What follows belongs to an exercise in optimizing a design on an open flow for small area, a short achievable clock period and few clock cycles per item; a production flow would make more cautious choices. RTL that was checked went through simulation tests only; none was proved equivalent to the original.

## fjord
Design ntt_core, start of the top module:
module ntt_core (
    input  logic        clk,
    input  logic        reset,
    input  logic        load_w,
    input  logic        load_data,
    input  logic        start,
    input  logic [13:0] din,
    output logic        done,
    output logic [13:0] dout
);
    typedef enum logic [2:0] {
        S_IDLE,
        S_LTW,
        S_LDATA,
        S_WAIT,
        S_RUN
    } state_t;
    state_t      state;
    logic [3:0]  seq;
    logic [3:0]  twk;      
    logic [1:0]  hcol;     
    logic [4:0]  k;        
    logic [4:0]  kn;       
    logic        spec;     
    logic        ready;
    logic        go;
    logic        go_spec;
    logic        cmd_start;
    logic        commit;
    logic        abort;
    assign cmd_start = start && !load_w && !load_data;
    assign ready     = (hcol == 2'd1) && (twk >= 4'd13);
    assign go_spec   = (state == S_LDATA) && (seq == 4'd14) && ready;
    assign commit    = spec && (state == S_IDLE) && cmd_start;
    assign abort     = spec && (state == S_IDLE) && !cmd_start;
    assign go        = ready && !spec && (((state == S_IDLE) && cmd_start) || (state == S_WAIT));
    assign kn        = (go || go_spec) ? 5'd1 :
                       (abort ? 5'd0 : (((k != 5'd0) && (k != 5'd25)) ? k + 5'd1 : 5'd0));
    always_ff @(posedge clk or posedge reset) begin
        if (reset) begin
            state <= S_IDLE;
            seq   <= '0;
            twk   <= 4'd15;
            hcol  <= '0;
            k     <= '0;
            spec  <= 1'b0;
        end else begin
            hcol  <= hcol + 2'd1;
            k     <= kn;
            if (twk != 4'd15) twk <= twk + 4'd1;
            if (go_spec) spec <= 1'b1;
            if (state == S_IDLE) spec <= 1'b0;
            case (state)
                S_IDLE: begin
                    seq <= '0;
                    if (commit) begin
  ...
Size in the first run: about 720 flip-flops, about 34 I/O pins.
==> module mod_mult, before the edit <==
module mod_mult (
    input  logic        clk,
    input  logic [13:0] a,
    input  logic [13:0] b,
    output logic [13:0] p
);
    logic [13:0] a_r;
    logic [13:0] b_r;
    logic [27:0] s_r;      
    logic [27:0] c_r;
    logic [13:0] hi_r;     
    logic [13:0] m_r;      
    logic [27:0] s_n;
    logic [27:0] c_n;
    logic [27:0] prod;
    logic [13:0] m;
    logic [14:0] x;
    logic [1:0]  c;
    logic [14:0] t;
    logic [14:0] tq;
    mul_csa csa_i (.a(a_r), .b(b_r), .s(s_n), .c(c_n));
    always_comb begin
        prod = s_r + c_r;
        m    = {2'(prod[1:0] * 2'd3), 12'd0} - prod[13:0];
        x    = {1'b0, m_r} + {1'b0, 2'(m_r[1:0] * 2'd3), 12'd0};
        c    = 2'(x != 15'd0) + 2'(x > 15'd16384);
        t    = {1'b0, hi_r} + {3'b0, m_r[13:2]} + {2'b0, m_r[13:1]} + 15'(m_r[1] & m_r[0]) + 15'(c);
        tq   = {1'b0, hi_r} + {3'b0, m_r[13:2]} + {2'b0, m_r[13:1]} + 15'(m_r[1] & m_r[0]) + 15'(c) + 15'd20479;
    end
    always_ff @(posedge clk) begin
        a_r  <= a;
        b_r  <= b;
        s_r  <= s_n;
        c_r  <= c_n;
        hi_r <= prod[27:14];
        m_r  <= m;
        p    <= tq[14] ? t[13:0] : tq[13:0];
    end
endmodule
==> module mod_addsub, before the edit <==
module mod_addsub (
    input  logic [13:0] a,
    input  logic [13:0] b,
    input  logic        sub,
    output logic [13:0] y
);
    logic [14:0] bb;
    logic [14:0] s;
    logic [14:0] t;
    always_comb begin
        bb = ({1'b0, b} ^ {15{sub}}) + 15'(sub);
        s  = {1'b0, a} + bb;
        t  = {1'b0, a} + bb + (sub ? 15'd12289 : 15'd20479);
        if (sub) y = s[14] ? t[13:0] : s[13:0];
        else     y = t[14] ? s[13:0] : t[13:0];
    end
endmodule
==> module mod_add, before the edit <==
module mod_add (
    input  logic [13:0] a,
    input  logic [13:0] b,
    output logic [13:0] y
);
    logic [14:0] s;
    logic [14:0] t;
    always_comb begin
        s = {1'b0, a} + {1'b0, b};
        t = {1'b0, a} + {1'b0, b} + 15'd20479;
        y = t[14] ? s[13:0] : t[13:0];
    end
endmodule
==> module mod_sub, before the edit <==
module mod_sub (
    input  logic [13:0] a,
    input  logic [13:0] b,
    output logic [13:0] y
);
    logic [14:0] s;
    logic [14:0] t;
    always_comb begin
        s = {1'b0, a} - {1'b0, b};
        t = {1'b0, a} - {1'b0, b} + 15'd12289;
        y = s[14] ? t[13:0] : s[13:0];
    end
endmodule
clock: 7.0 ns
lec_check: 0
cap_margin: 20
core_margin: 2
core_utilization: 40
cts_buf_list: sky130_fd_sc_hd__clkbuf_8
setup_slack_margin: 3.0
slew_margin: 20
run.sh (not shown) runs the stock make flow with config.mk's settings and CLKGATE_MAP_FILE= SYNTH_SCRIPT=/design/flow/synth_recipe.tcl, a recipe that flattens the netlist after the stock synthesis.
For zinc, these inputs were changed with respect to fjord:
--- a/flow/design.v
+++ b/flow/design.v
@@ -74,20 +74,26 @@
     logic [27:0] prod;
     logic [13:0] m;
     logic [14:0] x;
     logic [1:0]  c;
     logic [14:0] t;
     logic [14:0] tq;
+    logic [14:0] tx, ty, ux, uy;
     mul_csa csa_i (.a(a_r), .b(b_r), .s(s_n), .c(c_n));
     always_comb begin
         prod = s_r + c_r;
         m    = {2'(prod[1:0] * 2'd3), 12'd0} - prod[13:0];
         x    = {1'b0, m_r} + {1'b0, 2'(m_r[1:0] * 2'd3), 12'd0};
         c    = 2'(x != 15'd0) + 2'(x > 15'd16384);
-        t    = {1'b0, hi_r} + {3'b0, m_r[13:2]} + {2'b0, m_r[13:1]} + 15'(m_r[1] & m_r[0]) + 15'(c);
-        tq   = {1'b0, hi_r} + {3'b0, m_r[13:2]} + {2'b0, m_r[13:1]} + 15'(m_r[1] & m_r[0]) + 15'(c) + 15'd20479;
+        tx   = {1'b0, hi_r} ^ {3'b0, m_r[13:2]} ^ {2'b0, m_r[13:1]};
+        ty   = {(({1'b0, hi_r} & {3'b0, m_r[13:2]}) | ({1'b0, hi_r} & {2'b0, m_r[13:1]}) |
+                 ({3'b0, m_r[13:2]} & {2'b0, m_r[13:1]})), 1'b0};
+        ux   = tx ^ ty ^ 15'd20479;
+        uy   = {((tx & ty) | (tx & 15'd20479) | (ty & 15'd20479)), 1'b0};
+        t    = tx + ty + 15'(m_r[1] & m_r[0]) + 15'(c);
+        tq   = ux + uy + 15'(m_r[1] & m_r[0]) + 15'(c);
     end
     always_ff @(posedge clk) begin
         a_r  <= a;
         b_r  <= b;
         s_r  <= s_n;
         c_r  <= c_n;
@@ -792,43 +798,57 @@
     input  logic        sub,
     output logic [13:0] y
 );
     logic [14:0] bb;
     logic [14:0] s;
     logic [14:0] t;
+    logic [14:0] k;
+    logic [14:0] cx;
+    logic [14:0] cy;
     always_comb begin
-        bb = ({1'b0, b} ^ {15{sub}}) + 15'(sub);
-        s  = {1'b0, a} + bb;
-        t  = {1'b0, a} + bb + (sub ? 15'd12289 : 15'd20479);
+        bb = {1'b0, b} ^ {15{sub}};
+        k  = sub ? 15'd12290 : 15'd20479;
+        cx = {1'b0, a} ^ bb ^ k;
+        cy = ({1'b0, a} & bb) | ({1'b0, a} & k) | (bb & k);
+        s  = {1'b0, a} + bb + 15'(sub);
+        t  = cx + {cy[13:0], 1'b0};
         if (sub) y = s[14] ? t[13:0] : s[13:0];
         else     y = t[14] ? s[13:0] : t[13:0];
     end
 endmodule
 module mod_add (
     input  logic [13:0] a,
     input  logic [13:0] b,
     output logic [13:0] y
 );
     logic [14:0] s;
     logic [14:0] t;
+    logic [14:0] cx;
+    logic [14:0] cy;
     always_comb begin
+        cx = {1'b0, a} ^ {1'b0, b} ^ 15'd20479;
+        cy = ({1'b0, a} & {1'b0, b}) | ({1'b0, a} & 15'd20479) | ({1'b0, b} & 15'd20479);
         s = {1'b0, a} + {1'b0, b};
-        t = {1'b0, a} + {1'b0, b} + 15'd20479;
+        t = cx + {cy[13:0], 1'b0};
         y = t[14] ? s[13:0] : t[13:0];
     end
 endmodule
 module mod_sub (
     input  logic [13:0] a,
     input  logic [13:0] b,
     output logic [13:0] y
 );
     logic [14:0] s;
     logic [14:0] t;
+    logic [14:0] cx;
+    logic [14:0] cy;
     always_comb begin
-        s = {1'b0, a} - {1'b0, b};
-        t = {1'b0, a} - {1'b0, b} + 15'd12289;
+        cx = {1'b0, a} ^ {1'b1, ~b} ^ 15'd12290;
+        cy = ({1'b0, a} & {1'b1, ~b}) | ({1'b0, a} & 15'd12290) | ({1'b1, ~b} & 15'd12290);
+        s = {1'b0, a} + {1'b1, ~b} + 15'd1;
+        t = cx + {cy[13:0], 1'b0};
         y = s[14] ? t[13:0] : s[13:0];
     end
 endmodule
 `timescale 1ns/1ps
 `timescale 1ns/1ps
 module ntt_core (
==> run notes <==
[compare] base=fjord new=zinc: maximum frequency climbed 20%; number of global-route vias before repair climbed 1932. zinc | stages: all done | timing, DRC, antenna: all pass. The setup slack of zinc is larger than that of fjord. Cell count: zinc vs fjord up 13%. The cell at the slowest stage of the critical path comes out fa_1 in one run and or4_4 in the other, namely in zinc and fjord respectively. Looking at total routed wire length on the met1 layer, zinc sits 18% higher than fjord does. Diff fjord -> zinc: non-clock buffer count lower, global-route usage lower, horizontal extent of the die higher, sequential share of layout area lower. Number of tap cells inserted: zinc vs fjord up 192. Run comparison: zinc highest routed metal layer met4; fjord highest routed metal layer met5. Going from fjord to zinc, growth of design area from synthesis to finish shrinks by 7.8 points.
Testbench counts of zinc, summed over its fixed seeds: cycles 7,952, transforms 192.
Only the layout flow was run in fjord; the RTL was not checked for function there.

========
Setup of branch tundra:
ntt_core, a different RTL version from the one above (not shown whole).
Size: about 3600 cells after synthesis, roughly 710 flip-flops, ~37000 µm² of cells after synthesis.
clock: 7.0 ns
lec_check: 0
cap_margin: 20
core_margin: 2
core_utilization: 40
cts_buf_list: sky130_fd_sc_hd__clkbuf_8
setup_slack_margin: 3.0
slew_margin: 20
Edits applied to the flow inputs when going from branch tundra to branch harbor:
diff --git a/flow/design.v b/flow/design.v
--- a/flow/design.v
+++ b/flow/design.v
@@ -67,36 +67,35 @@
 endmodule
 `timescale 1ns/1ps
 module mod_mult (
     input  logic        clk,
     input  logic [13:0] a,
     input  logic [13:0] b,
     output logic [13:0] p
 );
     logic [13:0] a_r;
-    logic [13:0] b_r;
     logic [27:0] s_r;      
     logic [27:0] c_r;
     logic [13:0] hi_r;     
     logic [13:0] m_r;      
     logic [1:0]  k_r;      
     logic [27:0] s_n;
     logic [27:0] c_n;
     logic [27:0] prod;
     logic [13:0] lo;
     logic [13:0] m;
     logic [2:0]  h;
     logic [1:0]  c;
     logic [1:0]  kc;
     logic [14:0] tx, ty, ux, uy;
     logic [14:0] t;
     logic [14:0] tq;
-    mul_csa csa_i (.a(a_r), .b(b_r), .s(s_n), .c(c_n));
+    mul_csa csa_i (.a(a_r), .b(b), .s(s_n), .c(c_n));
     always_comb begin
         prod = s_r + c_r;
         lo   = prod[13:0];
         m    = {2'(lo[1:0] * 2'd3), 12'd0} - lo;
         h    = {1'b0, lo[13:12]} + {1'b0, lo[1:0]};
         if (lo == 14'd0)                                           c = 2'd0;
         else if ((h > 3'd4) || ((h == 3'd4) && (lo[11:0] != 12'd0))) c = 2'd2;
         else                                                       c = 2'd1;
         kc   = c + 2'(m[1] & m[0]);
@@ -104,19 +103,18 @@
         ty   = {(({1'b0, hi_r} & {3'b0, m_r[13:2]}) | ({1'b0, hi_r} & {2'b0, m_r[13:1]}) |
                  ({3'b0, m_r[13:2]} & {2'b0, m_r[13:1]})), 1'b0};
         ux   = tx ^ ty ^ 15'd20479;
         uy   = {((tx & ty) | (tx & 15'd20479) | (ty & 15'd20479)), 1'b0};
         t    = tx + ty + 15'(k_r);
         tq   = ux + uy + 15'(k_r);
     end
     always_ff @(posedge clk) begin
         a_r  <= a;
-        b_r  <= b;
         s_r  <= s_n;
         c_r  <= c_n;
         hi_r <= prod[27:14];
         m_r  <= m;
         k_r  <= kc;
         p    <= tq[14] ? t[13:0] : tq[13:0];
     end
 endmodule
 module mul_csa (
@@ -990,18 +988,19 @@
         out_en  <= (kn >= 5'd10) && (kn <= 5'd25);
         case (kn)
             5'd9, 5'd10, 5'd11, 5'd13, 5'd14, 5'd15, 5'd17, 5'd18, 5'd19: z_mult <= 1'b1;
             default: z_mult <= 1'b0;
         endcase
     end
     logic [4:0] kq;
     logic [1:0] ma_sel;
     logic [2:0] tw_sel;
+    logic [2:0] tw_sel_r;
     logic       conv;      
     assign kq   = ((k != 5'd0) && (k != 5'd25)) ? k + 5'd1 : 5'd0;
     assign conv = (twk <= 4'd7);
     always_comb begin
         if (kq <= 5'd4)           ma_sel = 2'd1;   
         else if (kq[1:0] == 2'd1) ma_sel = 2'd2;   
         else                      ma_sel = 2'd3;   
         case (kq)
             5'd6:    tw_sel = 3'd1;   
@@ -1011,18 +1010,21 @@
             5'd12:   tw_sel = 3'd2;   
             5'd14:   tw_sel = 3'd2;   
             5'd15:   tw_sel = 3'd4;   
             5'd16:   tw_sel = 3'd0;   
             default: tw_sel = 3'd3;   
         endcase
         if (conv) tw_sel = 3'd7;
     end
     always_ff @(posedge clk) begin
+        tw_sel_r <= tw_sel;
+    end
+    always_ff @(posedge clk) begin
         din_r <= din;
     end
     logic [13:0] h0, h1, h2, h3, n0, n1, n3;
     logic [13:0] lx;       
     logic [13:0] la, lc;
     logic [3:0]  l_wr;
     logic        l_hi;     
     assign l_hi = ldi_r[3];
     assign lx   = ldi_r[2] ? n1 : n0;
@@ -1075,19 +1077,19 @@
         else if (ma_sel == 2'd1)  ma = e_nxt;
         else if (ma_sel == 2'd2)  ma = ru_y;
         else                      ma = y_n;
     end
     twiddle_ram tw_i (
         .clk    (clk),
         .wr_en  ((twk >= 4'd4) && (twk <= 4'd11)),
         .wr_idx (3'(twk - 4'd4)),
         .wr_data(mp),
-        .rd_sel (tw_sel),
+        .rd_sel (tw_sel_r),
         .rd_data(mb)
     );
     mod_mult mult_i (
         .clk(clk),
         .a  (ma),
         .b  (mb),
         .p  (mp)
     );
     logic [13:0] yd1, yd2, yd3;
==> comparison <==
- branch harbor vs branch tundra, shortest clock period the worst path allows after layout went up by 0.054 ns.
- The cell with the biggest individual delay on the critical path comes out sky130_fd_sc_hd__dfxtp_4 in one run and sky130_fd_sc_hd__a222oi_1 in the other, namely in branch tundra and branch harbor respectively.
- Compared with branch tundra, maximum clock frequency in branch harbor decreased slightly.
- Of the two values seen for startpoint of the worst setup timing path, en_r0$_DFF_P_ was produced by branch tundra and en_r1$_DFF_P_ by branch harbor.
- branch harbor ended with less global-route wire length before repair than branch tundra.
- In the metrics for branch tundra and branch harbor, the one carrying the lower synthesized area is branch harbor.
- Max data required time at the worst endpoint across branch tundra and branch harbor: branch tundra
- Compare branch tundra and branch harbor | sequential share of layout area lower: branch tundra
- Going from branch tundra to branch harbor, worst setup slack shows a reduction of 0.054 ns; final standard cell utilization of the core fell by 0.17 points; routed length on met2 has decreased; number of buffers added for setup after CTS went down by 3; via count shrank by about 0.37%.
Testbench counts of branch harbor, summed over its fixed seeds: cycles 7,952, transforms 192.
For branch tundra, only the layout was checked, not whether the RTL still works.

-- what the ideal ports hide --
The flow's constraints put no driver on any port. The routed layouts listed below were extracted and timed again, unchanged, in two steps.
Step 1: set_driving_cell puts a clkbuf_16 on clk and a buf_2 on each other input, an assumption about the parent block.
Step 2 adds t to the input delays and takes it off the output delays; t is the mean of the earliest and latest rising clock arrival at the registers after step 1. Input paths then give back, and output paths get back, about the clock's delay inside the block.
Slacks: no drivers / after step 1 / after step 2; pairs: no drivers / after step 1.
run | shift t [ns] | setup WS [ns] | worst data-port slew with drivers (ns)
fjord | 0.783 | 1.639 / 1.639 / 1.639 | 0.09
zinc | 0.785 | 2.532 / 2.532 / 2.532 | 0.05
branch tundra | 0.780 | 2.592 / 2.592 / 2.592 | 0.10
branch harbor | 0.788 | 2.538 / 2.538 / 2.538 | 0.11
After both steps setup and hold are still met in every run listed.
